From an optimization exercise on the open Yosys and OpenROAD flow, aimed at small area; shortcuts taken in it are not production practice.
In this exercise RTL edits were held to simulation tests only and were not proved equivalent to the original.
Power and IR drop assume default switching activity.

==> design/flow/design.v <==
`default_nettype none
package dmaBusPkg;
  localparam int ADDR_W = 32;
  localparam int DATA_W = 32;
  typedef logic [ADDR_W-1:0] addr_t;
  typedef logic [DATA_W-1:0] data_t;
  typedef logic [1:0]        busSize_t;
  localparam busSize_t SIZE_HALF = 2'b01;
  localparam busSize_t SIZE_WORD = 2'b10;
  localparam int STEP_HALF = 2;
  localparam int STEP_WORD = 4;
endpackage
`default_nettype wire
`default_nettype none
package dmaCtrlPkg;
  localparam int NUM_CHANNELS = 4;
  typedef logic [15:0] dmaCtrl_t;
  localparam int CTRL_ENABLE   = 15;
  localparam int CTRL_IRQ      = 14;
  localparam int CTRL_WORD     = 10;   
  localparam int CTRL_REPEAT   = 9;
  localparam int CTRL_SRC_STEP = 7;    
  localparam int CTRL_DST_STEP = 5;    
  typedef enum logic [1:0] {
    STEP_INC        = 2'b00,
    STEP_DEC        = 2'b01,
    STEP_FIXED      = 2'b10,
    STEP_INC_RELOAD = 2'b11
  } stepMode_t;
  typedef logic [13:0] unitCount_t;   
  typedef enum logic [2:0] {
    OFF,
    IDLE,
    QUEUED,
    READ,
    WRITE,
    PREEMPTED
  } chanState_t;
endpackage
`default_nettype wire
`timescale 1ns/1ps
`default_nettype none
module dmaController (
  input  logic         clk,
  input  logic         rst_b,
  input  logic [63:0]  ctrl,
  input  logic [127:0] srcAddr,
  input  logic [127:0] dstAddr,
  input  logic [55:0]  unitCount,
  input  logic [3:0]   startReq,
  input  logic         memWait,
  input  logic [31:0]  rdata,
  output logic [31:0]  addr,
  output logic [31:0]  wdata,
  output logic [1:0]   size,
  output logic         wen,
  output logic         busActive,
  output logic [3:0]   irq,
  output logic [3:0]   disableDma
);
  localparam int N = 4;
  localparam logic [2:0] S_OFF  = 3'b000;
  localparam logic [2:0] S_IDLE = 3'b001;
  localparam logic [2:0] S_QUE  = 3'b010;
  localparam logic [2:0] S_PRE  = 3'b011;
  localparam logic [2:0] S_RD   = 3'b100;
  localparam logic [2:0] S_WR   = 3'b101;
  logic [2:0]  state [N];
  logic [N-1:0] enPrev;
  logic [31:0] curRegN [N];   
  logic [31:0] othReg [N];
  logic [13:0] cntReg [N];
  logic [13:0] doneReg [N];
  logic [31:0] dataReg;
  logic [N-1:0] actR, actW, act, claim, pre, en, start, load, unitDone, last, passEnd;
  for (genvar i = 0; i < N; i++) begin : gDec
    assign en[i]    = ctrl[16*i + 15];
    assign start[i] = startReq[i];
    assign actR[i]  = state[i][2] & ~state[i][0];
    assign actW[i]  = state[i][2] &  state[i][0];
    assign act[i]   = state[i][2];
    assign claim[i] = state[i][2] | state[i][1] | ((state[i] == S_IDLE) & start[i]);
    assign load[i]  = (state[i] == S_OFF) & en[i] & ~enPrev[i];
  end
  assign pre[0] = 1'b0;
  for (genvar i = 1; i < N; i++) begin : gPre
    assign pre[i] = pre[i-1] | claim[i-1];
  end
  assign busActive = |act;
  assign wen       = |actW;
  logic [15:0] cSel;
  logic [13:0] doneSel, cntSel, doneNext;
  logic [31:0] stepAmt, nextAddr;
  logic [1:0]  mode;
  logic        lastSel;
  always_comb begin
    addr    = '0;
    cSel    = '0;
    doneSel = '0;
    cntSel  = '0;
    for (int i = 0; i < N; i++) begin
      addr    = addr    | ({32{act[i]}} & ~curRegN[i]);
      cSel    = cSel    | ({16{act[i]}} & ctrl[16*i +: 16]);
      doneSel = doneSel | ({14{act[i]}} & doneReg[i]);
      cntSel  = cntSel  | ({14{act[i]}} & cntReg[i]);
    end
  end
  assign size     = cSel[10] ? 2'b10 : 2'b01;
  assign mode     = wen ? cSel[6:5] : cSel[8:7];
  assign stepAmt  = cSel[10] ? 32'd4 : 32'd2;
  assign nextAddr = (mode == 2'b01) ? addr - stepAmt : (mode == 2'b10) ? addr : addr + stepAmt;
  assign doneNext = doneSel + 1'b1;
  assign lastSel  = (doneNext == cntSel);
  assign wdata = {(!cSel[10] && addr[1]) ? dataReg[15:0] : dataReg[31:16], dataReg[15:0]};
  always_ff @(posedge clk) begin
    if (|actR && !memWait) dataReg <= rdata;
  end
  for (genvar i = 0; i < N; i++) begin : gChan
    logic [15:0] c;
    logic [2:0]  nxt;
    logic        canStart;
    assign c        = ctrl[16*i +: 16];
    assign canStart = ~busActive & ~pre[i];
    assign unitDone[i] = actW[i] & ~memWait;
    assign last[i]     = lastSel;
    assign passEnd[i]  = unitDone[i] & lastSel;
    always_comb begin
      nxt = state[i];
      case (state[i])
        S_OFF:  if (en[i] && !enPrev[i]) nxt = S_IDLE;
        S_IDLE: if (!en[i]) nxt = S_OFF;
                else if (start[i]) nxt = canStart ? S_RD : S_QUE;
        S_QUE:  if (start[i] && canStart) nxt = S_RD;
        S_RD:   if (!memWait) nxt = S_WR;
        S_WR:   if (!memWait) begin
                  if (lastSel) nxt = c[9] ? S_IDLE : S_OFF;
                  else         nxt = pre[i] ? S_PRE : S_RD;
                end
        S_PRE:  if (canStart) nxt = S_RD;
        default: nxt = S_OFF;
      endcase
    end
    always_ff @(posedge clk or negedge rst_b) begin
      if (!rst_b) begin
        state[i]      <= S_OFF;
        enPrev[i]     <= 1'b0;
        irq[i]        <= 1'b0;
        disableDma[i] <= 1'b0;
      end else begin
        state[i]      <= nxt;
        enPrev[i]     <= en[i];
        irq[i]        <= passEnd[i] & c[14];
        disableDma[i] <= passEnd[i] & ~c[9];
      end
    end
    always_ff @(posedge clk) begin
      if (load[i]) begin
        curRegN[i] <= ~srcAddr[32*i +: 32];
        othReg[i] <= dstAddr[32*i +: 32];
        cntReg[i] <= unitCount[14*i +: 14];
      end else if (act[i] && !memWait) begin
        curRegN[i] <= ~othReg[i];
        othReg[i] <= (passEnd[i] && c[9] && c[6:5] == 2'b11) ? dstAddr[32*i +: 32] : nextAddr;
      end
      if (load[i] || passEnd[i]) begin
        doneReg[i] <= '0;
      end else if (unitDone[i]) begin
        doneReg[i] <= doneNext;
      end
    end
  end
endmodule
`default_nettype wire
==> design/flow/flow/run.sh <==
#!/bin/bash
# Layout flow: the standard flow (standard.sh) with three changes.
#  1. After the standard synthesis (unchanged), the combinational logic between
#     the flip-flops is re-mapped by ABC with an area script (remap.tcl). The
#     flip-flops keep their instances, names and cell types.
#  2. Port buffers use the smallest buffer cell (buf_1).
#  3. Clock tree synthesis without dummy balancing loads, with clusters of up
#     to 20 flip-flops within 80 um.
# Each tool's output goes to its own log in this folder.
set -euo pipefail
HERE=$(pwd)
R=$HERE/orfs/results/$FLOW_PLATFORM/dmaController/base
export BUFFER_PORTS_ARGS="-buffer_cell sky130_fd_sc_hd__buf_1"
export CTS_ARGS="-sink_clustering_enable -repair_clock_nets -dont_use_dummy_load -sink_clustering_size 20 -sink_clustering_max_diameter 80"

bash standard.sh synth > synth.log 2>&1
cp $R/1_2_yosys.v $HERE/standard_synth.v
REMAP_LIB=$FLOW_HOME/platforms/sky130hd/lib/sky130_fd_sc_hd__tt_025C_1v80.lib \
REMAP_DONT_USE=$HERE/flow/dontuse.txt \
REMAP_IN=$HERE/standard_synth.v \
REMAP_TOP=$FLOW_TOP \
REMAP_SCRIPT=$HERE/flow/remap.abc \
REMAP_STAT=$HERE/remap_stat.txt \
REMAP_OUT=$HERE/remapped.v \
  yosys -c $HERE/flow/remap.tcl > remap.log 2>&1
# same flip-flops as the standard synthesis, or stop
grep -o 'sky130_fd_sc_hd__[a-z]*df[a-z0-9_]* [^ ]*' standard_synth.v | sort > regs_standard.txt
grep -o 'sky130_fd_sc_hd__[a-z]*df[a-z0-9_]* [^ ]*' remapped.v | sort > regs_remapped.txt
cmp regs_standard.txt regs_remapped.txt
cp remapped.v $R/1_2_yosys.v
rm -f $R/1_synth.odb $R/1_synth.sdc
bash standard.sh > standard.log 2>&1
==> design/flow/flow/dontuse.txt <==
sky130_fd_sc_hd__probe_p_8
sky130_fd_sc_hd__probec_p_8
sky130_fd_sc_hd__lpflow_bleeder_1
sky130_fd_sc_hd__lpflow_clkbufkapwr_1
sky130_fd_sc_hd__lpflow_clkbufkapwr_16
sky130_fd_sc_hd__lpflow_clkbufkapwr_2
sky130_fd_sc_hd__lpflow_clkbufkapwr_4
sky130_fd_sc_hd__lpflow_clkbufkapwr_8
sky130_fd_sc_hd__lpflow_clkinvkapwr_1
sky130_fd_sc_hd__lpflow_clkinvkapwr_16
sky130_fd_sc_hd__lpflow_clkinvkapwr_2
sky130_fd_sc_hd__lpflow_clkinvkapwr_4
sky130_fd_sc_hd__lpflow_clkinvkapwr_8
sky130_fd_sc_hd__lpflow_decapkapwr_12
sky130_fd_sc_hd__lpflow_decapkapwr_3
sky130_fd_sc_hd__lpflow_decapkapwr_4
sky130_fd_sc_hd__lpflow_decapkapwr_6
sky130_fd_sc_hd__lpflow_decapkapwr_8
sky130_fd_sc_hd__lpflow_inputiso0n_1
sky130_fd_sc_hd__lpflow_inputiso0p_1
sky130_fd_sc_hd__lpflow_inputiso1n_1
sky130_fd_sc_hd__lpflow_inputiso1p_1
sky130_fd_sc_hd__lpflow_inputisolatch_1
sky130_fd_sc_hd__lpflow_isobufsrc_1
sky130_fd_sc_hd__lpflow_isobufsrc_16
sky130_fd_sc_hd__lpflow_isobufsrc_2
sky130_fd_sc_hd__lpflow_isobufsrc_4
sky130_fd_sc_hd__lpflow_isobufsrc_8
sky130_fd_sc_hd__lpflow_isobufsrckapwr_16
sky130_fd_sc_hd__lpflow_lsbuf_lh_hl_isowell_tap_1
sky130_fd_sc_hd__lpflow_lsbuf_lh_hl_isowell_tap_2
sky130_fd_sc_hd__lpflow_lsbuf_lh_hl_isowell_tap_4
sky130_fd_sc_hd__lpflow_lsbuf_lh_isowell_4
sky130_fd_sc_hd__lpflow_lsbuf_lh_isowell_tap_1
sky130_fd_sc_hd__lpflow_lsbuf_lh_isowell_tap_2
sky130_fd_sc_hd__lpflow_lsbuf_lh_isowell_tap_4
==> design/flow/flow/remap.abc <==
strash
dch
amap
topo
==> design/flow/flow/remap.tcl <==
# Re-map the combinational logic of the standard synthesis netlist for area.
# Flip-flops are kept as they are (same instances, names and cell types); only
# the logic between them is re-mapped by ABC with an area-oriented script.
yosys -import
set lib $::env(REMAP_LIB)
set dont_use {}
foreach c [split [string trim [read [open $::env(REMAP_DONT_USE)]]] "\n"] { lappend dont_use -dont_use $c }
read_liberty -ignore_miss_func $lib
setattr -mod -set keep_hierarchy 1 sky130_fd_sc_hd__*df* sky130_fd_sc_hd__*dl*
read_verilog $::env(REMAP_IN)
hierarchy -top $::env(REMAP_TOP)
flatten
opt_clean -purge
abc -liberty $lib {*}$dont_use -script $::env(REMAP_SCRIPT)
opt_clean -purge
setundef -zero
hilomap -singleton -hicell sky130_fd_sc_hd__conb_1 HI -locell sky130_fd_sc_hd__conb_1 LO
splitnets
opt_clean -purge
insbuf -buf sky130_fd_sc_hd__buf_4 A X
select -module $::env(REMAP_TOP)
tee -o $::env(REMAP_STAT) stat -liberty $lib
select -clear
select $::env(REMAP_TOP)
write_verilog -noattr -nohex -nodec -selected $::env(REMAP_OUT)
==> design/flow/standard.sh <==
#!/bin/bash
# synth_recipe.tcl (not shown) runs the flow's synth.tcl, then flattens the netlist and writes it again
# the make line also repeats each setting of config.mk as NAME=value (left out here)
make -C /OpenROAD-flow-scripts/flow DESIGN_CONFIG=/design/flow/config.mk WORK_HOME=/design/flow/orfs CLKGATE_MAP_FILE= SYNTH_SCRIPT=/design/flow/synth_recipe.tcl "${@:-finish}"
==> design/flow/config.mk <==
export PLATFORM = sky130hd
export DESIGN_NAME = dmaController
export DESIGN_NICKNAME = dmaController
export VERILOG_FILES = /design/flow/design.v
export SDC_FILE = /design/flow/constraint.sdc
export NUM_CORES = 4
export LEC_CHECK = 0
export CAP_MARGIN = 20
export CORE_MARGIN = 2
export CORE_UTILIZATION = 65
export SLEW_MARGIN = 20
==> design/flow/constraint.sdc <==
create_clock -name core_clock -period 8.0 [get_ports {clk}]
set_input_delay 1.6000 -clock core_clock [delete_from_list [all_inputs] [get_ports {clk}]]
set_output_delay 1.6000 -clock core_clock [all_outputs]
set_load 0.01 [all_outputs]
==> results of run 1 <==
==> power breakdown <==
group	switching [mW]	total (mW)	internal (mW)
clock network	0.684	1.24	0.554
logic	1.47	2.15	0.680
registers	0.167	3.20	3.04
==> metal layers <==
layer,routed length [um],vias up,track usage
li1,-,7182,-
met1,20500,7651,0.506
met2,28600,1280,0.652
met3,7830,202,0.0932
met4,2610,4,0.190
met5,25,-,0
==> final timing paths <==
check / from / endpoint / slack (ns)
max in group asynchronous: rst_b / enPrev[0]$_DFF_PN0_ / 6.71
setup / recovery: ctrl[58] / othReg[1][31]$_DFFE_PP_ / 1.80
hold / removal: doneReg[2][10]$_SDFFE_PP0P_ / doneReg[2][10]$_SDFFE_PP0P_ / 0.46
hold reg to reg: doneReg[2][10]$_SDFFE_PP0P_ / doneReg[2][10]$_SDFFE_PP0P_ / 0.46
min in group asynchronous: rst_b / state[3][1]$_DFFE_PN0P_ / 1.03
setup reg to reg: state[3][2]$_DFFE_PN0P_ / othReg[3][7]$_DFFE_PP_ / 2.03
==> registers in the layout (all words and copies together), names as in the netlist <==
signal,count
state,12
disableDma,4
cntReg,56
irq,4
doneReg,56
dataReg,32
othReg,128
enPrev,4
curRegN,128
==> metrics by stage <==
stage / area [sq um] / total power [mW] / utilization / std cells / hold WS, ns
after global placement: 20500 / 5.23 / 0.744 / 2432 / 0.442
after detailed placement: 20500 / 5.33 / 0.744 / 2432 / 0.445
after CTS: 21200 / 6.52 / 0.766 / 2457 / 0.459
after floorplan: 18100 / 4.62 / - / 1584 / 0.434
after global routing: 21200 / 6.88 / 0.767 / 2464 / 0.472
final: 21200 / 6.59 / 0.767 / 2468 / 0.462
==> critical path: cells and delay by family <==
kind / cells / cell delay, ns
AOI/OAI and AO/OA: 5 / 1.54
buffers and inverters: 3 / 0.64
and+or+nand+nor: 7 / 2.69
==> layout make-up <==
cell class	count	area, sq um
Timing Repair Buffer	486	1930
Clock buffer	25	626
Antenna cell	11	27.5
Multi-Input combinational cell	1020	5630
Fill cell	1896	6430
Tap cell	378	473
Inverter	124	465
Sequential cell	424	12100
==> flow_summary_export.csv, run 1 <==
group,metric,value,unit
clock_network,clock-root-buffer,"clkbuf_16",
worst_setup_path,r2r_cells,21,
routing,ant_nets,0,
timing,worst_slew_pin_slew,1.08,ns
clock_network,clockBufferDepth,3,
clock_network,h-tree-depth,1,
worst_setup_path,worst-setup-path-type,"in2reg",
floorplanning,die_area,29300,sq um
timing,relSlewSlack,0.279,
final_layout,drive_above_1_share,0.0346,
timing,setup_ws,1.80,ns
floorplanning,initial_core_util,0.657,
floorplanning,fp.dieH,171,um
worst_setup_path,crit_chain,"buf_1 > a22o_1 > a221oi_1 > clkinv_1 > nor2_1 > buf_4 > nor2_1 > or4b_1 > nor4_1 > nand2_1 > or3_1 > o32ai_1 > nand2_1 > o21ai_0 > a21oi_1",
grt,grt_pass1_wl,87.5,mm
worst_setup_path,cp_max_fo,19,
placed_design,place_ws,1.49,ns
timing,tns,0,ns
worst_setup_path,crit_arrival,6.47,ns
clock_network,cts_hold_buf,0,
grt,grt_overflow,0,
routing,routedWlPerCell,24.1,um
clock_network,cts_inserted_buffers,25,
clock_network,clk_latency,0.56,ns
timing,fmax,161,MHz
worst_hold_path,hold_depth,2,
floorplanning,dieWidth,171,um
power,ir_drop,0.000195,V
routing,drt_iter0_drc,2093,
timing,setup_viol,0,
routing,viasPerCell,6.61,
worst_hold_path,hold_class,"reg2reg",
timing,skew,0.0468,ns
placed_design,gp_congestion,0.968,
grt,antenna_found_initial,12,
power,cellPowerDensity,311,nW/um^2
worst_setup_path,crit_path_end_kind,"flip-flop",
worst_setup_path,max_stage_delay,0.92,ns
timing,maxSlewViolCount,0,
placed_design,port_buffers,458,
final_layout,most-common-layout-cells,"buf_1 (458), edfxtp_1 (344), o22ai_1 (250)",
timing,final_hold_viol_count,0,
power,leakage,6.85,nW
routing,routed_wirelength,59.5,mm
floorplanning,pin_count,491,
run_status,outcome,"timing/DRC/antenna clean",
final_layout,nNetsFinal,2496,
timing,rsz0062_at_grt,"no",
clock_network,path_clk_slew,0.08,ns
yosys,synth_nets,1999,
clock_network,cts.sinks,424,
job,maxCapViolations,0,
final_layout,final_common_cell,"buf_1",
yosys,synth_warnings,6,
grt,grt_usage,0.399,
timing,period_minus_slack,6.20,ns
placed_design,place_hpwl,38.6,mm
worst_setup_path,cp_slowest_cell,"nor4_1",
routing,route.detailed.drc,0,
yosys,syn_area,18100,sq um
routing,first_pass_iters,6,
clock_network,post_cts_buffers,0,
yosys,synth_area_per_cell,11.5,sq um
floorplanning,rows,61,
clock_network,cts_tree,"built",
clock_network,cts_resized,0,
grt,grt_pass1_vias,15878,
timing,finalCritPeriodShare,0.774,
routing,vias,16319,
grt,grt_start_max_net_pins,65,
worst_setup_path,cp-start-kind,"input port",
final_layout,area_growth,16.8,%
yosys,netlist_instances,1584,
worst_setup_path,critical_path_required,8.28,ns
floorplanning,design.core.area,27600,sq um
==> run 2: changes to the inputs <==
--- a/design/flow/design.v
+++ b/design/flow/design.v
@@ -68,5 +68,5 @@
   logic [2:0]  state [N];
   logic [N-1:0] enPrev;
-  logic [31:0] curRegN [N];   
+  logic [31:0] curReg [N];
   logic [31:0] othReg [N];
   logic [13:0] cntReg [N];
@@ -100,5 +100,5 @@
     cntSel  = '0;
     for (int i = 0; i < N; i++) begin
-      addr    = addr    | ({32{act[i]}} & ~curRegN[i]);
+      addr    = addr    | ({32{act[i]}} & curReg[i]);
       cSel    = cSel    | ({16{act[i]}} & ctrl[16*i +: 16]);
       doneSel = doneSel | ({14{act[i]}} & doneReg[i]);
@@ -154,12 +154,20 @@
       end
     end
+    logic        selLoad, selSwap, selHold, othLoad, othStep;
+    logic [31:0] curNext, othNext;
+    assign selLoad = load[i];
+    assign selSwap = act[i] & ~memWait;
+    assign selHold = ~(selLoad | selSwap);
+    assign othLoad = selLoad | (passEnd[i] & c[9] & (c[6:5] == 2'b11));
+    assign othStep = selSwap & ~othLoad;
+    assign curNext = ({32{selLoad}} & srcAddr[32*i +: 32]) | ({32{selSwap}} & othReg[i]) |
+                     ({32{selHold}} & curReg[i]);
+    assign othNext = ({32{othLoad}} & dstAddr[32*i +: 32]) | ({32{othStep}} & nextAddr) |
+                     ({32{selHold}} & othReg[i]);
     always_ff @(posedge clk) begin
+      curReg[i] <= curNext;
+      othReg[i] <= othNext;
       if (load[i]) begin
-        curRegN[i] <= ~srcAddr[32*i +: 32];
-        othReg[i] <= dstAddr[32*i +: 32];
         cntReg[i] <= unitCount[14*i +: 14];
-      end else if (act[i] && !memWait) begin
-        curRegN[i] <= ~othReg[i];
-        othReg[i] <= (passEnd[i] && c[9] && c[6:5] == 2'b11) ? dstAddr[32*i +: 32] : nextAddr;
       end
       if (load[i] || passEnd[i]) begin
==> flow_summary_export.csv, run 2 <==
group,metric,value,unit
run_status,outcome,"timing/DRC/antenna clean",
timing,maxSlewViolCount,0,
clock_network,h-tree-depth,1,
grt,grt_overflow,0,
worst_setup_path,reg2reg_slack,0.68,ns
yosys,synth_area_per_cell,10.0,sq um
final_layout,nNetsFinal,2641,
worst_setup_path,crit_end,"othReg[3][0]$_DFF_P_",
grt,antenna_found_initial,18,
floorplanning,die_area,27900,sq um
timing,worst_slew_pin_slew,1.01,ns
grt,grt_start_max_net_pins,65,
power,cellPowerDensity,399,nW/um^2
floorplanning,design.core.area,26100,sq um
timing,whs,0.452,ns
worst_setup_path,crit_arrival,7.74,ns
routing,ant_nets,0,
worst_setup_path,r2r_cells,28,
timing,period_minus_slack,7.32,ns
worst_setup_path,crit_path_end_kind,"flip-flop",
clock_network,post_cts_buffers,0,
worst_setup_path,max_stage_delay,0.66,ns
final_layout,regArea,9490,sq um
timing,finalCritPeriodShare,0.915,
placed_design,port_buffers,458,
grt,grt_pass1_vias,17387,
timing,relSlewSlack,0.326,
final_layout,largestRegisters,"curReg (128), othReg (128)",
power,leakage,7.14,nW
worst_hold_path,hold_class,"reg2reg",
floorplanning,fp.dieH,167,um
timing,tns,0,ns
clock_network,cts_tree,"built",
clock_network,clk_latency,0.56,ns
worst_setup_path,cp-start-kind,"flip-flop",
timing,final_hold_viol_count,0,
placed_design,place_hpwl,44.1,mm
timing,rsz0062_at_grt,"no",
floorplanning,initial_core_util,0.663,
final_layout,most-common-layout-cells,"buf_1 (458), dfxtp_1 (312), clkinv_1 (216)",
clock_network,path_clk_slew,0.08,ns
yosys,synth_nets,2135,
yosys,netlist_instances,1720,
clock_network,clockBufferDepth,3,
final_layout,fillers,1838,
placed_design,gp_congestion,0.956,
routing,vias,18162,
timing,fmax,137,MHz
worst_setup_path,critical_path_required,8.42,ns
clock_network,cts.sinks,424,
worst_setup_path,r2r-start,"state[2][2]$_DFFE_PN0P_",
clock_network,cts_hold_buf,0,
final_layout,drive_above_1_share,0.0396,
job,maxCapViolations,0,
routing,routedWlPerCell,25.8,um
worst_setup_path,cp_max_fo,21,
routing,route.detailed.drc,0,
placed_design,placed_cells,2533,
floorplanning,pin_count,491,
worst_setup_path,worst-setup-path-type,"reg2reg",
yosys,synth_warnings,6,
worst_setup_path,worst_r2r_endpoint,"othReg[3][0]$_DFF_P_",
routing,drt_iter0_drc,3260,
yosys,syn_area,17300,sq um
grt,grt_usage,0.452,
clock_network,cts_inserted_buffers,25,
final_layout,fin_cells,2577,
final_layout,area_growth,18.3,%
floorplanning,rows,59,
routing,viasPerCell,7.05,
timing,setup_viol,0,
worst_hold_path,worstHoldStart,"othReg[3][9]$_DFF_P_",
clock_network,clock-root-buffer,"clkbuf_16",
clock_network,cts_resized,0,
timing,skew,0.0422,ns
worst_setup_path,crit_start,"state[2][2]$_DFFE_PN0P_",
floorplanning,dieWidth,167,um
routing,routed_wirelength,66.5,mm
final_layout,final_common_cell,"buf_1",
routing,first_pass_iters,7,
worst_setup_path,cp_slowest_cell,"dfrtp_2",
final_layout,multi_input_area,7020,sq um
grt,grt_pass1_wl,98.0,mm
power,ir_drop,0.000307,V
==> run 2: worst min-delay path by stage <==
stage                                  to  slack (ns)  cells past startpoint
CTS                  curReg[3][9]$_DFF_P_        0.45                      2
finish               curReg[3][9]$_DFF_P_        0.45                      2
detailed placement  curReg[2][25]$_DFF_P_        0.45                      2
floorplan           curReg[1][11]$_DFF_P_        0.43                      2
global route        curReg[2][25]$_DFF_P_        0.49                      2
global placement    curReg[1][27]$_DFF_P_        0.44                      2
==> run 2: report_power, final <==
part	total [mW]	internal, mW	switching (mW)
Combinational	3.56	1.21	2.35
Sequential	3.36	2.92	0.438
Clock	1.24	0.554	0.686
==> run 2: stage by stage <==
step	total power [mW]	util	worst slack (ns)	area [sq um]
global route	8.51	0.784	0.0475	20400
finish	8.16	0.785	0.681	20400
detailed placement	6.77	0.758	1.00	19700
global placement	6.62	0.758	1.16	19700
CTS	7.98	0.782	0.897	20400
floorplan	5.49	-	0.359	17300
==> run 2: worst max-delay path: cells and delay by family (launching register included) <==
family / cells / cell delay [ns]
buffers and inverters: 11 / 2.35
flip-flops: 1 / 0.66
AO/OA/AOI/OAI: 6 / 2.05
AND/OR/NAND/NOR: 11 / 2.08
==> run 2: cell type report <==
class	count	area share
clock buffer	25	0.0306
antenna	18	0.00220
timing repair buffer	495	0.0987
tap	335	0.0205
inverter	219	0.0402
sequential	424	0.464
multi-input combinational	1061	0.343
==> run 2: per-layer routing <==
layer / wire length, um / GRT usage / vias up
met5: 54 / 0 / -
met4: 4370 / 0.269 / 8
met3: 9910 / 0.155 / 312
met2: 30100 / 0.714 / 1556
met1: 22100 / 0.536 / 8504
li1: - / - / 7782
==> run 3: changes to the inputs <==
==> design/flow/flow/run.sh (replaced) <==
#!/bin/bash
# Layout flow: the standard flow (standard.sh) with three changes.
#  1. After the standard synthesis (unchanged), the combinational logic between
#     the flip-flops is re-mapped by ABC with area scripts (remap.tcl, one run
#     per remap*.abc script; the smallest result is kept). The flip-flops keep
#     their instances, names and cell types.
#  2. Port buffers use the smallest buffer cell (buf_1).
#  3. Clock tree synthesis with clkbuf_4 buffers, clusters of up to 8
#     flip-flops within 50 um, and no dummy balancing loads.
# Each tool's output goes to its own log in this folder.
set -euo pipefail
HERE=$(pwd)
R=$HERE/orfs/results/$FLOW_PLATFORM/dmaController/base
export BUFFER_PORTS_ARGS="-buffer_cell sky130_fd_sc_hd__buf_1"
export CTS_ARGS="-sink_clustering_enable -repair_clock_nets -dont_use_dummy_load -buf_list sky130_fd_sc_hd__clkbuf_4 -sink_clustering_size 8 -sink_clustering_max_diameter 50"

bash standard.sh synth > synth.log 2>&1
cp $R/1_2_yosys.v $HERE/standard_synth.v
grep -o 'sky130_fd_sc_hd__[a-z]*df[a-z0-9_]* [^ ]*' standard_synth.v | sort > regs_standard.txt
best=""
best_area=""
for s in $HERE/flow/remap*.abc; do
  n=$(basename $s .abc)
  REMAP_LIB=$FLOW_HOME/platforms/sky130hd/lib/sky130_fd_sc_hd__tt_025C_1v80.lib \
  REMAP_DONT_USE=$HERE/flow/dontuse.txt \
  REMAP_IN=$HERE/standard_synth.v \
  REMAP_TOP=$FLOW_TOP \
  REMAP_SCRIPT=$s \
  REMAP_STAT=$HERE/${n}_stat.txt \
  REMAP_OUT=$HERE/${n}.v \
    yosys -c $HERE/flow/remap.tcl > ${n}.log 2>&1 || continue
  # same flip-flops as the standard synthesis, or skip this result
  grep -o 'sky130_fd_sc_hd__[a-z]*df[a-z0-9_]* [^ ]*' ${n}.v | sort > regs_${n}.txt
  cmp -s regs_standard.txt regs_${n}.txt || continue
  a=$(grep 'Chip area' ${n}_stat.txt | awk '{print $NF}')
  echo "$n $a" >> remap_areas.txt
  if [[ -z "$best" ]] || awk -v a="$a" -v b="$best_area" 'BEGIN{exit !(a < b)}'; then
    best=$n; best_area=$a
  fi
done
echo "chosen $best $best_area" >> remap_areas.txt
if [[ -n "$best" ]]; then
  cp ${best}.v $R/1_2_yosys.v
  rm -f $R/1_synth.odb $R/1_synth.sdc
fi
bash standard.sh > standard.log 2>&1
==> design/flow/flow/remap1.abc (new file) <==
strash
dch
amap
topo
==> design/flow/flow/remap2.abc (new file) <==
strash
dc2
dch -f
amap
topo
==> design/flow/flow/remap3.abc (new file) <==
strash
dc2
dch
amap
topo
==> design/flow/flow/remap4.abc (new file) <==
strash
dch
amap
strash
dch
amap
topo
removed: design/flow/flow/remap.abc
==> flow_summary_export.csv, run 3 <==
group,metric,value,unit
placed_design,gp_congestion,0.977,
clock_network,cts_resized,0,
worst_setup_path,cp_max_fo,33,
worst_setup_path,crit_end,"othReg[0][8]$_DFF_P_",
placed_design,place_ws,1.35,ns
yosys,synth_area_per_cell,10.0,sq um
routing,drt_iter0_drc,2894,
job,maxCapViolations,0,
routing,routedWlPerCell,24.1,um
timing,fmax,146,MHz
routing,routed_wirelength,62.7,mm
routing,route.detailed.drc,0,
worst_setup_path,max_stage_delay,0.94,ns
grt,grt_pass1_vias,17113,
timing,final_hold_viol_count,0,
timing,rsz0062_at_grt,"no",
timing,worst_slew_pin_slew,1.01,ns
clock_network,clock-root-buffer,"clkbuf_4",
worst_setup_path,cp_slowest_cell,"dfrtp_2",
placed_design,place_hpwl,41.0,mm
floorplanning,pin_count,491,
clock_network,path_clk_slew,0.10,ns
grt,grt_pass1_wl,94.6,mm
clock_network,h-tree-depth,2,
worst_setup_path,reg2reg_slack,1.16,ns
placed_design,placed_cell_area,19600,sq um
placed_design,placed_cells,2524,
worst_setup_path,critical_path_required,8.66,ns
clock_network,cts_inserted_buffers,58,
worst_setup_path,crit_arrival,7.50,ns
final_layout,area_growth,16.8,%
final_layout,utilization,0.771,
routing,ant_nets,0,
worst_setup_path,cp.depth,26,
final_layout,most-common-layout-cells,"buf_1 (458), dfxtp_1 (312), clkinv_1 (241)",
floorplanning,dieWidth,166,um
timing,maxSlewViolCount,0,
floorplanning,rows,59,
power,leakage,6.98,nW
yosys,syn_area,17200,sq um
worst_setup_path,worst_r2r_endpoint,"othReg[0][8]$_DFF_P_",
final_layout,fin_cells,2597,
routing,vias,17710,
yosys,synth_warnings,6,
final_layout,largestRegisters,"curReg (128), othReg (128)",
worst_setup_path,path_delay_family,"simple AND/OR/NAND/NOR gates",
final_layout,drive_above_1_share,0.0507,
floorplanning,die_area,27700,sq um
worst_setup_path,r2r_cells,26,
grt,grt_overflow,0,
timing,skew,0.0875,ns
floorplanning,initial_core_util,0.660,
worst_setup_path,worst-setup-path-type,"reg2reg",
timing,period_minus_slack,6.84,ns
grt,grt_usage,0.433,
placed_design,port_buffers,458,
timing,tns,0,ns
power,cellPowerDensity,397,nW/um^2
clock_network,post_cts_buffers,0,
timing,setup_ws,1.16,ns
grt,grt_start_max_net_pins,66,
worst_setup_path,r2r-start,"state[0][2]$_DFFE_PN0P_",
timing,whs,0.454,ns
timing,relSlewSlack,0.329,
routing,first_pass_iters,9,
final_layout,nNetsFinal,2664,
worst_setup_path,crit_path_end_kind,"flip-flop",
power,power.total,7.95,mW
clock_network,cts.sinks,424,
final_layout,fillers,1932,
worst_hold_path,hold_class,"reg2reg",
clock_network,clk_latency,0.78,ns
clock_network,cts_hold_buf,0,
run_status,outcome,"timing/DRC/antenna clean",
worst_setup_path,cp-start-kind,"flip-flop",
routing,viasPerCell,6.82,
final_layout,final_cell_area,20000,sq um
worst_setup_path,cp_common_cell,"nor2_1",
floorplanning,design.core.area,26000,sq um
power,ir_drop,0.000235,V
worst_setup_path,crit_start,"state[0][2]$_DFFE_PN0P_",
grt,antenna_found_initial,15,
timing,finalCritPeriodShare,0.855,
worst_setup_path,path_buf_inv,7,
clock_network,cts_tree,"built",
clock_network,clockBufferDepth,3,
floorplanning,fp.dieH,166,um
timing,setup_viol,0,
final_layout,final_common_cell,"buf_1",
yosys,synth_nets,2128,
yosys,netlist_instances,1713,
==> run 3: routing by layer <==
layer,vias up,part of all wire,global-route usage
met5,-,0.00022,0
met4,2,0.058,0.225
met3,283,0.14,0.109
met2,1386,0.46,0.695
met1,8255,0.35,0.545
li1,7784,-,-
==> run 3: power by group <==
| part | switching (mW) | internal, mW | leakage (nW) | total [mW] |
|---|---|---|---|---|
| clock network | 0.698 | 0.330 | 0.267 | 1.03 |
| logic | 2.34 | 1.19 | 3.01 | 3.53 |
| registers | 0.440 | 2.95 | 3.70 | 3.39 |
==> run 3: worst reg2reg max path, delay by kind of cell (launching register included) <==
kind,cells,cell delay [ns]
AND/OR/NAND/NOR,12,2.45
buffers and inverters,7,1.72
AO/OA/AOI/OAI,7,1.69
flip-flops,1,0.94
==> run 3: how the worst min path moves through the flow <==
stage               slack, ns                  start  cells after the start               endpoint
finish                   0.45  othReg[3][16]$_DFF_P_                      2  curReg[3][16]$_DFF_P_
global route             0.48  othReg[1][28]$_DFF_P_                      2  curReg[1][28]$_DFF_P_
detailed placement       0.44   othReg[1][2]$_DFF_P_                      2   curReg[1][2]$_DFF_P_
global placement         0.44  othReg[1][11]$_DFF_P_                      2  curReg[1][11]$_DFF_P_
CTS                      0.45  othReg[3][16]$_DFF_P_                      2  curReg[3][16]$_DFF_P_
floorplan                0.43  othReg[1][23]$_DFF_P_                      2  curReg[1][23]$_DFF_P_
==> run 3: area by class of cell <==
type                    instances  area [sq um]  area share
diodes                         15          37.5     0.00187
repair buffers                492          1970      0.0985
clock buffers                  58           435      0.0217
well taps                     335           419      0.0209
inverters                     242           908      0.0453
flip-flops and latches        424          9490       0.474
multi-input cells            1031          6770       0.338
==> run 4: changes to the inputs <==
--- a/design/flow/design.v
+++ b/design/flow/design.v
@@ -73,5 +73,5 @@
   logic [13:0] doneReg [N];
   logic [31:0] dataReg;
-  logic [N-1:0] actR, actW, act, claim, pre, en, start, load, unitDone, last, passEnd;
+  logic [N-1:0] actR, actW, act, claim, pre, en, start, load, unitDone, passEnd;
   for (genvar i = 0; i < N; i++) begin : gDec
     assign en[i]    = ctrl[16*i + 15];
@@ -111,5 +111,5 @@
   assign nextAddr = (mode == 2'b01) ? addr - stepAmt : (mode == 2'b10) ? addr : addr + stepAmt;
   assign doneNext = doneSel + 1'b1;
-  assign lastSel  = (doneNext == cntSel);
+  assign lastSel  = (doneSel == cntSel);
   assign wdata = {(!cSel[10] && addr[1]) ? dataReg[15:0] : dataReg[31:16], dataReg[15:0]};
   always_ff @(posedge clk) begin
@@ -123,5 +123,4 @@
     assign canStart = ~busActive & ~pre[i];
     assign unitDone[i] = actW[i] & ~memWait;
-    assign last[i]     = lastSel;
     assign passEnd[i]  = unitDone[i] & lastSel;
     always_comb begin
@@ -154,5 +153,5 @@
       end
     end
-    logic        selLoad, selSwap, selHold, othLoad, othStep;
+    logic        selLoad, selSwap, selHold, othLoad, othStep, doneStep;
     logic [31:0] curNext, othNext;
     assign selLoad = load[i];
@@ -161,4 +160,5 @@
     assign othLoad = selLoad | (passEnd[i] & c[9] & (c[6:5] == 2'b11));
     assign othStep = selSwap & ~othLoad;
+    assign doneStep = unitDone[i] & ~lastSel;
     assign curNext = ({32{selLoad}} & srcAddr[32*i +: 32]) | ({32{selSwap}} & othReg[i]) |
                      ({32{selHold}} & curReg[i]);
@@ -171,9 +171,6 @@
         cntReg[i] <= unitCount[14*i +: 14];
       end
-      if (load[i] || passEnd[i]) begin
-        doneReg[i] <= '0;
-      end else if (unitDone[i]) begin
-        doneReg[i] <= doneNext;
-      end
+      doneReg[i] <= ({14{doneStep}} & doneNext) | ({14{~(selLoad | unitDone[i])}} & doneReg[i]) |
+                    {13'd0, selLoad | (unitDone[i] & lastSel)};
     end
   end
--- a/design/flow/config.mk
+++ b/design/flow/config.mk
@@ -8,4 +8,4 @@
 export CAP_MARGIN = 20
 export CORE_MARGIN = 2
-export CORE_UTILIZATION = 65
+export CORE_UTILIZATION = 75
 export SLEW_MARGIN = 20
==> flow_summary_export.csv, run 4 <==
group,metric,value,unit
routing,vias,18957,
grt,grt_pass1_wl,103,mm
timing,period_minus_slack,7.40,ns
timing,setup_viol,0,
grt,grt_overflow,0,
final_layout,drive_above_1_share,0.0495,
grt,grt_usage,0.567,
timing,rsz0062_at_grt,"no",
grt,grtUsageMet3,0.242,
worst_setup_path,critical_path_required,8.59,ns
yosys,synth_nets,2089,
job,maxCapViolations,0,
routing,ant_nets,0,
clock_network,cts.sinks,424,
grt,grt_pass1_vias,18952,
placed_design,place_hpwl,45.1,mm
clock_network,cts_resized,0,
yosys,netlist_instances,1674,
worst_setup_path,max_stage_delay,0.49,ns
worst_setup_path,worst-setup-path-type,"reg2reg",
timing,fmax,135,MHz
timing,tns,0,ns
floorplanning,rows,54,
timing,whs,0.456,ns
yosys,synth_area_per_cell,10.0,sq um
floorplanning,die_area,23600,sq um
clock_network,clock-root-buffer,"clkbuf_4",
placed_design,placed_cell_area,19100,sq um
timing,finalCritPeriodShare,0.925,
final_layout,final_cell_area,19600,sq um
final_layout,most-common-layout-cells,"buf_1 (458), dfxtp_1 (312), clkinv_1 (256)",
grt,grt.busiest_layer,"met2",
floorplanning,fp.dieH,154,um
worst_setup_path,crit_arrival,7.99,ns
grt,grt_use_met1,0.633,
timing,setup_ws,0.599,ns
floorplanning,design.core.area,21900,sq um
floorplanning,dieWidth,154,um
worst_hold_path,hold_class,"reg2reg",
worst_setup_path,crit_path_end_kind,"flip-flop",
clock_network,post_cts_buffers,0,
clock_network,path_clk_slew,0.10,ns
routing,drt_iter0_drc,4552,
grt,grt_start_max_net_pins,65,
clock_network,cts_tree,"built",
clock_network,cts_inserted_buffers,58,
final_layout,fin_cells,2499,
clock_network,h-tree-depth,2,
worst_setup_path,cp_common_cell,"nand2_1",
power,cellPowerDensity,365,nW/um^2
run_status,outcome,"timing/DRC/antenna clean",
placed_design,port_buffers,458,
worst_setup_path,cp_slowest_cell,"nor3_1",
floorplanning,pin_count,491,
timing,worst_slew_pin_slew,1.24,ns
final_layout,fillers,1039,
placed_design,placed_cells,2423,
final_layout,final_common_cell,"buf_1",
final_layout,nNetsFinal,2621,
routing,routed_wirelength,70.0,mm
floorplanning,initial_core_util,0.767,
worst_setup_path,path_delay_family,"simple AND/OR/NAND/NOR gates",
worst_setup_path,cp-start-kind,"flip-flop",
grt,met2_usage,0.841,
timing,skew,0.0992,ns
timing,relSlewSlack,0.172,
clock_network,cts_hold_buf,0,
placed_design,place_ws,0.545,ns
clock_network,clockBufferDepth,3,
routing,first_pass_iters,15,
routing,route.detailed.drc,0,
routing,routedWlPerCell,28.0,um
yosys,syn_area,16800,sq um
placed_design,gp_congestion,1.06,
final_layout,largestRegisters,"curReg (128), othReg (128)",
timing,maxSlewViolCount,0,
power,power.total,7.15,mW
worst_setup_path,cp_max_fo,14,
routing,viasPerCell,7.59,
final_layout,area_growth,16.6,%
clock_network,clk_latency,0.80,ns
power,ir_drop,0.000230,V
yosys,synth_warnings,6,
timing,final_hold_viol_count,0,
worst_setup_path,path_buf_inv,4,
power,leakage,7.01,nW
grt,antenna_found_initial,15,
final_layout,utilization,0.895,
## run 4: final cells by class
cell class / count / area, sq um / area share
Timing Repair Buffer: 488 / 1990 / 0.102
Tap cell: 280 / 350 / 0.0179
Antenna cell: 15 / 37.5 / 0.00192
Sequential cell: 424 / 9490 / 0.485
Multi-Input combinational cell: 977 / 6310 / 0.322
Clock buffer: 58 / 435 / 0.0222
Inverter: 257 / 965 / 0.0493
## run 4: report_power, final
| part | total (mW) | internal, mW | switching, mW |
|---|---|---|---|
| Clock | 1.03 | 0.331 | 0.700 |
| Combinational | 2.79 | 0.936 | 1.86 |
| Sequential | 3.33 | 2.91 | 0.417 |
| Total | 7.15 | 4.17 | 2.97 |
## run 4: worst register-to-register path, delay by kind of cell (launching register included)
family | cells | cell delay, ns
AO/OA/AOI/OAI | 11 | 2.44
AND/OR/NAND/NOR | 20 | 3.67
flip-flops | 1 | 0.43
buffers and inverters | 4 | 0.71
## run 4: final timing paths
path,from,to,slack [ns],cells after the start
worst max-delay path,state[0][2]$_DFFE_PN0P_,othReg[2][31]$_DFF_P_,0.60,35
worst min register to register,othReg[2][20]$_DFF_P_,curReg[2][20]$_DFF_P_,0.46,2
worst max register to register,state[0][2]$_DFFE_PN0P_,othReg[2][31]$_DFF_P_,0.60,35
min in group asynchronous,rst_b,state[1][1]$_DFFE_PN0P_,0.87,2
max in group asynchronous,rst_b,state[2][2]$_DFFE_PN0P_,6.85,2
worst min-delay path,othReg[2][20]$_DFF_P_,curReg[2][20]$_DFF_P_,0.46,2
## run 4: per-layer routing
layer,share of wire,vias up
met3,0.18,805
met2,0.42,2231
met1,0.29,8340
li1,-,7573
met4,0.11,8
met5,0.0015,-
==> run 5: changes to the inputs <==
--- a/design/flow/config.mk
+++ b/design/flow/config.mk
@@ -8,4 +8,4 @@
 export CAP_MARGIN = 20
 export CORE_MARGIN = 2
-export CORE_UTILIZATION = 75
+export CORE_UTILIZATION = 65
 export SLEW_MARGIN = 20
==> flow_summary_export.csv, run 5 <==
group,metric,value,unit
timing,maxSlewViolCount,0,
clock_network,cts_hold_buf,0,
timing,whs,0.439,ns
yosys,netlist_instances,1674,
grt,grt_usage,0.456,
placed_design,port_buffers,458,
power,ir_drop,0.000256,V
routing,routedWlPerCell,25.2,um
worst_setup_path,cp_common_cell,"nand2_1",
worst_setup_path,crit_path_end_kind,"flip-flop",
final_layout,most-common-layout-cells,"buf_1 (458), dfxtp_1 (312), clkinv_1 (257)",
routing,viasPerCell,6.90,
yosys,synth_warnings,6,
clock_network,clk_latency,0.74,ns
floorplanning,rows,58,
worst_setup_path,cp-start-kind,"flip-flop",
final_layout,largestRegisters,"curReg (128), othReg (128)",
grt,grt_start_max_net_pins,62,
floorplanning,fp.dieH,165,um
floorplanning,pin_count,491,
clock_network,post_cts_buffers,0,
worst_setup_path,critical_path_required,8.59,ns
timing,setup_ws,1.11,ns
routing,ant_nets,0,
floorplanning,die_area,27100,sq um
power,cellPowerDensity,353,nW/um^2
clock_network,cts_resized,0,
placed_design,gp_congestion,0.907,
worst_setup_path,cp_slowest_cell,"dfrtp_2",
grt,grt_overflow,0,
timing,relSlewSlack,0.189,
clock_network,clock-root-buffer,"clkbuf_4",
final_layout,final_common_cell,"buf_1",
timing,final_hold_viol_count,0,
routing,drt_iter0_drc,3305,
final_layout,nNetsFinal,2626,
worst_hold_path,hold_class,"reg2reg",
yosys,synth_nets,2089,
worst_setup_path,worst-setup-path-type,"reg2reg",
clock_network,cts_inserted_buffers,59,
routing,route.detailed.drc,0,
timing,fmax,145,MHz
placed_design,place_ws,0.558,ns
timing,rsz0062_at_grt,"no",
final_layout,drive_above_1_share,0.0516,
clock_network,clockBufferDepth,3,
worst_setup_path,max_stage_delay,0.76,ns
routing,first_pass_iters,10,
timing,setup_viol,0,
run_status,outcome,"timing/DRC/antenna clean",
power,leakage,7.02,nW
power,power.total,6.94,mW
grt,grt_pass1_wl,93.3,mm
final_layout,utilization,0.779,
timing,skew,0.0503,ns
final_layout,fillers,1864,
final_layout,area_growth,17.1,%
worst_setup_path,reg2reg_slack,1.11,ns
grt,antenna_found_initial,16,
clock_network,cts_tree,"built",
yosys,synth_area_per_cell,10.0,sq um
floorplanning,dieWidth,165,um
worst_setup_path,cp_max_fo,30,
clock_network,h-tree-depth,2,
floorplanning,design.core.area,25300,sq um
timing,tns,0,ns
job,maxCapViolations,0,
worst_setup_path,crit_arrival,7.48,ns
timing,period_minus_slack,6.89,ns
timing,finalCritPeriodShare,0.862,
floorplanning,initial_core_util,0.665,
clock_network,path_clk_slew,0.11,ns
routing,vias,17628,
yosys,syn_area,16800,sq um
clock_network,cts.sinks,424,
timing,worst_slew_pin_slew,1.21,ns
grt,grt_pass1_vias,16705,
routing,routed_wirelength,64.3,mm
placed_design,place_hpwl,42.3,mm
run 5: changes by cell type in the layout (fill, tap and decap cells not counted), sizes merged:
cell | before | now
inv | 1 | 0
buf | 487 | 492
clkinv | 256 | 257
run 5: power by group:
group	total [mW]	internal [mW]	switching, mW	leakage [nW]
combinational	2.62	0.938	1.69	3.04
sequential	3.30	2.91	0.391	3.71
clock	1.02	0.336	0.688	0.272
total	6.94	4.18	2.76	7.02
run 5: final cells by class:
type / count / area, sq um / area share
Antenna cell: 15 / 37.5 / 0.00191
Clock buffer: 59 / 443 / 0.0225
Inverter: 257 / 965 / 0.0491
Multi-Input combinational cell: 977 / 6310 / 0.321
Sequential cell: 424 / 9490 / 0.483
Tap cell: 330 / 413 / 0.0210
Timing Repair Buffer: 492 / 1990 / 0.101
run 5: layer usage:
metal / wire, um / global-route usage / vias up
met5: 23 / 0 / -
met4: 4180 / 0.285 / 4
met3: 10100 / 0.142 / 350
met2: 28900 / 0.718 / 1536
met1: 21000 / 0.546 / 8152
li1: - / - / 7586
run 5: worst paths after layout:
path / end / from / cells after the start
worst min register to register: curReg[0][10]$_DFF_P_ / othReg[0][10]$_DFF_P_ / 2
min in group asynchronous: state[0][2]$_DFFE_PN0P_ / rst_b / 2
worst max-delay path: othReg[1][31]$_DFF_P_ / state[0][2]$_DFFE_PN0P_ / 32
max in group asynchronous: state[2][2]$_DFFE_PN0P_ / rst_b / 2
worst max register to register: othReg[1][31]$_DFF_P_ / state[0][2]$_DFFE_PN0P_ / 32
worst min-delay path: curReg[0][10]$_DFF_P_ / othReg[0][10]$_DFF_P_ / 2
run 5: critical path, delay by kind of cell, from the launching register on:
family                 cells  cell delay [ns]
DFF                        1             0.76
and+or+nand+nor           19             2.87
buffers and inverters      2             0.65
AOI/OAI and AO/OA         11             2.49
run 5: through the flow:
step / cell area (sq um) / instances
3_3_place_gp: 19100 / 2478
4_1_cts: 19600 / 2538
2_1_floorplan: 16800 / 1674
5_1_grt: 19700 / 2552
6_report: 19700 / 2554
3_5_place_dp: 19200 / 2479

-- what the ideal ports hide --
In the flow no input, the clock included, has a driving cell. The finished layouts below were timed again as built, in two steps. Step 1 (the two cells are an assumption about what drives the block):
set clk [get_ports {clk}]
set_driving_cell -lib_cell sky130_fd_sc_hd__clkbuf_16 $clk
set_driving_cell -lib_cell sky130_fd_sc_hd__buf_2 [delete_from_list [all_inputs] $clk]
Step 2 times the ports against the registers' clock, not the clock port: input delays grow and output delays shrink by t, the midpoint of the rising clock arrivals with the driver on. Slacks: no drivers / after step 1 / after step 2; pairs: no drivers / after step 1.
run	t, ns	setup WS [ns]	worst hold slack (ns)	clock arrival spread, ns	worst data-port slew with drivers (ns)
run 1	0.586	1.804 / 1.799 / 1.213	0.462 / 0.462 / 0.462	0.047 / 0.047	0.10
run 2	0.593	0.681 / 0.681 / 0.681	0.452 / 0.452 / 0.452	0.043 / 0.043	0.11
run 3	0.782	1.161 / 1.161 / 1.161	0.454 / 0.454 / 0.454	0.088 / 0.088	0.11
run 4	0.795	0.599 / 0.599 / 0.104	0.456 / 0.456 / 0.456	0.099 / 0.099	0.13
run 5	0.766	1.107 / 1.107 / 0.430	0.439 / 0.439 / 0.439	0.052 / 0.051	0.11
After both steps every run listed still meets setup and hold. For run 5, which loses most, drivers alone change the setup slack by 0.000 ns; drivers and shift together by -0.677 ns.
